Context: an optimization exercise on an open-source flow, tuned for small area. The choices shown serve that exercise and are no tape-out recipe.
Function was checked by simulation only, so behaviour that the tests miss may differ from the original.
Power is estimated from default activity; no workload was simulated.

Design abacus_wb_counters, start of the top module:
module abacus_wb_counters #(
  parameter int          COUNTER_W       = 64,
  parameter bit          ENABLE_AT_RESET = 1'b1,
  parameter logic [31:0] BLOCK_ID        = 32'hABAC0001
) (
  input  logic        clk,
  input  logic        rst,
  input  logic [29:0] wb_adr,
  input  logic [31:0] wb_dat_w,
  input  logic [3:0]  wb_sel,
  input  logic        wb_cyc,
  input  logic        wb_stb,
  input  logic        wb_we,
  output logic [31:0] wb_dat_r,
  output logic        wb_ack,
  output logic        wb_err,
  input  logic        abacus_instruction_issued,
  input  logic        abacus_icache_request,
  input  logic        abacus_icache_miss,
  input  logic        abacus_icache_line_fill_in_progress,
  input  logic        abacus_dcache_request,
  input  logic        abacus_dcache_hit,
  input  logic        abacus_dcache_line_fill_in_progress
);
Settings: LEC_CHECK=0, ABC_AREA=1, CAP_MARGIN=20, CORE_MARGIN=2, CORE_UTILIZATION=70, GPL_TIMING_DRIVEN=0, PLACE_DENSITY=0.85, SETUP_SLACK_MARGIN=0.15, SLEW_MARGIN=20; clock period 4.5 ns.
standard.sh (not shown) runs the stock make flow with config.mk's settings and CLKGATE_MAP_FILE= SYNTH_SCRIPT=/design/flow/synth_recipe.tcl, a recipe that flattens the netlist after the stock synthesis.
==> flow/flow/run.sh <==
#!/bin/bash
# Own layout flow: the standard flow, with a synthesis script that maps
# the counter bit pairs by hand (cells.v) and the rest with an area-only abc
# script, smaller port buffers. Each tool's output goes to its own log here.
set -uo pipefail
F=$PWD/flow
export MY_ABC_SCRIPT=$F/abc.script
export MY_CELLS_V=$F/cells.v
bash standard.sh SYNTH_SCRIPT=$F/my_synth.tcl "SYNTH_BLACKBOXES=abacus_cpair abacus_la abacus_ctl abacus_sel abacus_wd abacus_rd_t abacus_rd_t0 abacus_rd_n abacus_rd_n0" \
  "BUFFER_PORTS_ARGS=-buffer_cell sky130_fd_sc_hd__buf_1" \
  "CTS_ARGS=-sink_clustering_enable -repair_clock_nets -dont_use_dummy_load -buf_list sky130_fd_sc_hd__clkbuf_8 -sink_clustering_size 16 -sink_clustering_max_diameter 60" \
  finish > flow_make.log 2>&1
st=$?
exit $st
Other scripts of this flow, unchanged in this note and not shown: flow/flow/abc.script, flow/flow/cells.v, flow/flow/my_synth.tcl
The baseline finished clean.
Change:
- CORE_UTILIZATION: 70 -> 60
- PLACE_DENSITY: 0.85 -> 0.75
Effect: Maximum frequency rose by 5.0%; setup slack improved by 0.21 ns; die area climbs by 16%; via count shrinks by 1.1%; power rises by 1.3%.
Change:
- CORE_UTILIZATION: 60 -> 80
- PLACE_DENSITY: 0.75 -> 0.9
Design area falls by 0.94%.
Global-route usage increases by 14 points.
Worst hold slack loses 0.16 ns.
Total power decreases by 0.92%.
Sequential share of layout area climbs by 0.46 points.
Setup slack is worse by 0.16 ns.
Die area shrinks by 25%.
Utilization came out higher by 21 points.
Clock-buffer cell count came out lower by 4.
Synthesized area is unchanged.


== run a ==
abacus_wb_counters, a different RTL version from the one above (not shown whole).
Size: ~2700 cells after synthesis, roughly 110 I/O pins.
==> flow/config.mk <==
export PLATFORM = sky130hd
export DESIGN_NAME = abacus_wb_counters
export DESIGN_NICKNAME = abacus_wb_counters
export VERILOG_FILES = /design/flow/design.v
export SDC_FILE = /design/flow/constraint.sdc
export NUM_CORES = 4
export LEC_CHECK = 0
export ABC_AREA = 1
export CAP_MARGIN = 20
export CORE_MARGIN = 2
export CORE_UTILIZATION = 60
export PLACE_DENSITY = 0.75
export SETUP_SLACK_MARGIN = 0.2
export SLEW_MARGIN = 20
==> flow/constraint.sdc <==
create_clock -name core_clock -period 4.5 [get_ports {clk}]
set_input_delay 0.9000 -clock core_clock [delete_from_list [all_inputs] [get_ports {clk}]]
set_output_delay 0.9000 -clock core_clock [all_outputs]
set_load 0.01 [all_outputs]
==> flow/flow/run.sh <==
#!/bin/bash
# Own layout flow: the standard flow, with a synthesis script that maps
# the counter bit pairs by hand (cells.v) and the rest with an area-only abc
# script, smaller port buffers. Each tool's output goes to its own log here.
set -uo pipefail
F=$PWD/flow
export MY_ABC_SCRIPT=$F/abc.script
export MY_CELLS_V=$F/cells.v
bash standard.sh SYNTH_SCRIPT=$F/my_synth.tcl "SYNTH_BLACKBOXES=abacus_cpair abacus_cla_t abacus_cla_n abacus_cla_0 abacus_ctl abacus_rd_t abacus_rd_t0 abacus_rd_n abacus_rd_n0" \
  "BUFFER_PORTS_ARGS=-buffer_cell sky130_fd_sc_hd__buf_1" \
  "CTS_ARGS=-sink_clustering_enable -repair_clock_nets -dont_use_dummy_load -buf_list sky130_fd_sc_hd__clkbuf_8 -sink_clustering_size 16 -sink_clustering_max_diameter 60" \
  finish > flow_make.log 2>&1
st=$?
exit $st
Other scripts of this flow, unchanged in this note and not shown: flow/flow/abc.script, flow/flow/cells.v, flow/flow/my_synth.tcl
Run a reached the final stage; the timing, design-rule and antenna checks on its layout passed.
Setup changes, run a to run b
Settings: an added GPL_TIMING_DRIVEN of 0; a deleted SETUP_SLACK_MARGIN that had been 0.2.
==> run summary <==
- Run b ran in full, but the layout does not pass; the checks complain about setup timing.
- Going from run a to run b, share of cell area taken by flip-flops and latches went up by 1.4 points, power went down by about 0.9%, clock network power share went down by 0.2 points, detailed-route wire length per cell went up by 2.9%.


## red
abacus_wb_counters, a different RTL version from the one above (not shown whole).
For scale: roughly 2800 cells after synthesis, roughly 110 I/O pins, about 0.026 mm² of cells after synthesis.
export LEC_CHECK = 0
export ABC_AREA = 1
export CAP_MARGIN = 20
export CORE_MARGIN = 2
export CORE_UTILIZATION = 60
export GPL_TIMING_DRIVEN = 0
export PLACE_DENSITY = 0.75
export SETUP_SLACK_MARGIN = 0.1
export SLEW_MARGIN = 65
create_clock -name core_clock -period 4.5 [get_ports {clk}]
==> flow/flow/run.sh <==
#!/bin/bash
# Own layout flow: the standard flow, with a synthesis script that maps
# the counter bit pairs by hand (cells.v) and the rest with an area-only abc
# script, smaller port buffers. Each tool's output goes to its own log here.
set -uo pipefail
F=$PWD/flow
export MY_ABC_SCRIPT=$F/abc.script
export MY_CELLS_V=$F/cells.v
bash standard.sh SYNTH_SCRIPT=$F/my_synth.tcl "SYNTH_BLACKBOXES=abacus_cpair abacus_la abacus_ctl abacus_sel abacus_rd_t abacus_rd_t0 abacus_rd_n abacus_rd_n0" \
  "BUFFER_PORTS_ARGS=-buffer_cell sky130_fd_sc_hd__buf_1" \
  "CTS_ARGS=-sink_clustering_enable -repair_clock_nets -dont_use_dummy_load -buf_list sky130_fd_sc_hd__clkbuf_8 -sink_clustering_size 16 -sink_clustering_max_diameter 60" \
  finish > flow_make.log 2>&1
st=$?
exit $st
Other scripts of this flow, unchanged in this note and not shown: flow/flow/abc.script, flow/flow/cells.v, flow/flow/my_synth.tcl
diff inputs: red => blue
Settings: SLEW_MARGIN changed from 65 to 20.
Findings:
Sequential fraction of total cell area (lower): red
Status | red and blue | clean except blue
Cell type of the slowest stage on the worst timing path: sky130_fd_sc_hd__or2_1 -> blue, sky130_fd_sc_hd__nor2_1 -> red
Against red, blue reports a clock-buffer cell count that is lower.
Part of the total power dissipated in the clock network in blue is 0.4 points below red.


Setup of v6:
abacus_wb_counters with an RTL version that a note above also has.
Size: about 2800 cells after synthesis, ~110 I/O pins, ~26000 um^2 of cells after synthesis.
export LEC_CHECK = 0
export ABC_AREA = 1
export CAP_MARGIN = 20
export CORE_MARGIN = 2
export CORE_UTILIZATION = 60
export PLACE_DENSITY = 0.75
export SLEW_MARGIN = 20
create_clock -name core_clock -period 4.5 [get_ports {clk}]
==> flow/flow/run.sh <==
#!/bin/bash
# Own layout flow: the standard flow, with a synthesis script that maps
# the counter bit pairs by hand (cells.v) and the rest with an area-only abc
# script, smaller port buffers. Each tool's output goes to its own log here.
set -uo pipefail
F=$PWD/flow
export MY_ABC_SCRIPT=$F/abc.script
export MY_CELLS_V=$F/cells.v
bash standard.sh SYNTH_SCRIPT=$F/my_synth.tcl "SYNTH_BLACKBOXES=abacus_cpair abacus_la abacus_ctl abacus_sel abacus_wd abacus_rd_t abacus_rd_t0 abacus_rd_n abacus_rd_n0" \
  "BUFFER_PORTS_ARGS=-buffer_cell sky130_fd_sc_hd__buf_1" \
  "CTS_ARGS=-sink_clustering_enable -repair_clock_nets -dont_use_dummy_load -buf_list sky130_fd_sc_hd__clkbuf_8 -sink_clustering_size 16 -sink_clustering_max_diameter 60" \
  finish > flow_make.log 2>&1
st=$?
exit $st
Other scripts of this flow, unchanged in this note and not shown: flow/flow/abc.script, flow/flow/cells.v, flow/flow/my_synth.tcl
### v6 -> v7
Settings: CORE_UTILIZATION changed from 60 to 70; PLACE_DENSITY changed from 0.75 to 0.85.
## What came out
v7 finished every stage and its layout cleared the timing, design-rule and antenna checks.
The routed wire length in v7 was lower than what v6 gave.
From v6 to v7 the numbers moved as follows: worst setup slack has increased, clock transition time at the flip-flop clock pins of the worst setup and hold paths held steady, peak supply drop grew by 0.022 mV, met2 capacity usage during global routing increased 5.8 points, total leakage power saw little to no change.
Total number of vias grows by a few percent when moving from v6 to v7.
Switching power: v7 and v6 compared, lower one is v6
Slowest library cell on the worst path = nor2_1: v6; slowest library cell on the worst path = or4_1: v7
When v7 is set beside v6, its part of the total power dissipated in the clock network turns out to be 0.2 points larger.
Cmp v7 vs v6: global-route usage over all layers higher in v7


== north ==
Another version of the RTL of abacus_wb_counters (not shown whole).
Size in the first run: about 110 I/O pins, about 26,000 sq um of cells after synthesis.
==> flow/config.mk <==
export PLATFORM = sky130hd
export DESIGN_NAME = abacus_wb_counters
export DESIGN_NICKNAME = abacus_wb_counters
export VERILOG_FILES = /design/flow/design.v
export SDC_FILE = /design/flow/constraint.sdc
export NUM_CORES = 4
export LEC_CHECK = 0
export ABC_AREA = 1
export CAP_MARGIN = 20
export CORE_MARGIN = 2
export CORE_UTILIZATION = 60
export PLACE_DENSITY = 0.75
export SLEW_MARGIN = 20
==> flow/constraint.sdc <==
create_clock -name core_clock -period 4.5 [get_ports {clk}]
set_input_delay 0.9000 -clock core_clock [delete_from_list [all_inputs] [get_ports {clk}]]
set_output_delay 0.9000 -clock core_clock [all_outputs]
set_load 0.01 [all_outputs]
==> flow/flow/run.sh <==
#!/bin/bash
# Own layout flow: the standard flow, with a synthesis script that maps
# the counter bit pairs by hand (cells.v) and the rest with an area-only abc
# script, smaller port buffers. Each tool's output goes to its own log here.
set -uo pipefail
F=$PWD/flow
export MY_ABC_SCRIPT=$F/abc.script
export MY_CELLS_V=$F/cells.v
bash standard.sh SYNTH_SCRIPT=$F/my_synth.tcl "SYNTH_BLACKBOXES=abacus_cpair abacus_cla abacus_ctl abacus_rd_t abacus_rd_t0 abacus_rd_n abacus_rd_n0" \
  "BUFFER_PORTS_ARGS=-buffer_cell sky130_fd_sc_hd__buf_1" \
  "CTS_ARGS=-sink_clustering_enable -repair_clock_nets -dont_use_dummy_load -buf_list sky130_fd_sc_hd__clkbuf_8 -sink_clustering_size 16 -sink_clustering_max_diameter 60" \
  finish > flow_make.log 2>&1
st=$?
exit $st
Other scripts of this flow, unchanged in this note and not shown: flow/flow/abc.script, flow/flow/cells.v, flow/flow/my_synth.tcl
north finished every stage and its layout cleared the timing, design-rule and antenna checks.
What south does differently from north at the input level:
Settings: GPL_TIMING_DRIVEN newly set to 0.
Notes after the runs:
Delta (south minus north): combinational power down about 6%, number of global-route vias before repair lost about 0.3%, last weighted congestion value of the routability-driven placer saw a decrease, internal power held steady.
Nothing crashed in south and all stages finished; the problem is that the final layout failed, the offending checks being negative setup slack.

==> afterwards: timing with drivers on the ports <==
In the flow no input, the clock included, has a driving cell. The finished layouts below were timed again as built, in two steps.
Step 1 sets driving cells, clkbuf_16 on the clock port and buf_2 on the other inputs (assumed; they add their load-dependent delay and slew).
Step 2 times the ports against the registers' clock, not the clock port: input delays grow and output delays shrink by t, the midpoint of the rising clock arrivals with the driver on.
Slacks: ideal / step 1 / step 2; pairs: ideal / step 1.
run | t, ns | slack for setup (ns) | worst setup path at the end
the first run of note 1 | 0.704 | 0.185 / 0.185 / -0.419 | input to register
the second run of note 1 | 0.706 | 0.391 / 0.369 / -0.337 | input to register
the third run of note 1 | 0.697 | 0.234 / 0.234 / -0.401 | input to register
run a | 0.712 | 0.221 / 0.221 / 0.208 | input to register
run b | 0.710 | -0.151 / -0.117 / -0.827 | input to register
red | 0.710 | 0.156 / 0.132 / -0.578 | input to register
blue | 0.698 | -0.023 / -0.035 / -0.732 | input to register
v6 | 0.706 | 0.324 / 0.324 / -0.089 | input to register
v7 | 0.701 | 0.344 / 0.344 / 0.100 | input to register
north | 0.714 | 0.139 / 0.139 / 0.139 | register to register
south | 0.697 | -0.039 / -0.039 / -0.604 | input to register
Met with ideal ports but missed after step 2: setup timing in 5 of these runs. For red, which loses most, drivers alone change the setup slack by -0.024 ns; drivers and shift together by -0.734 ns.
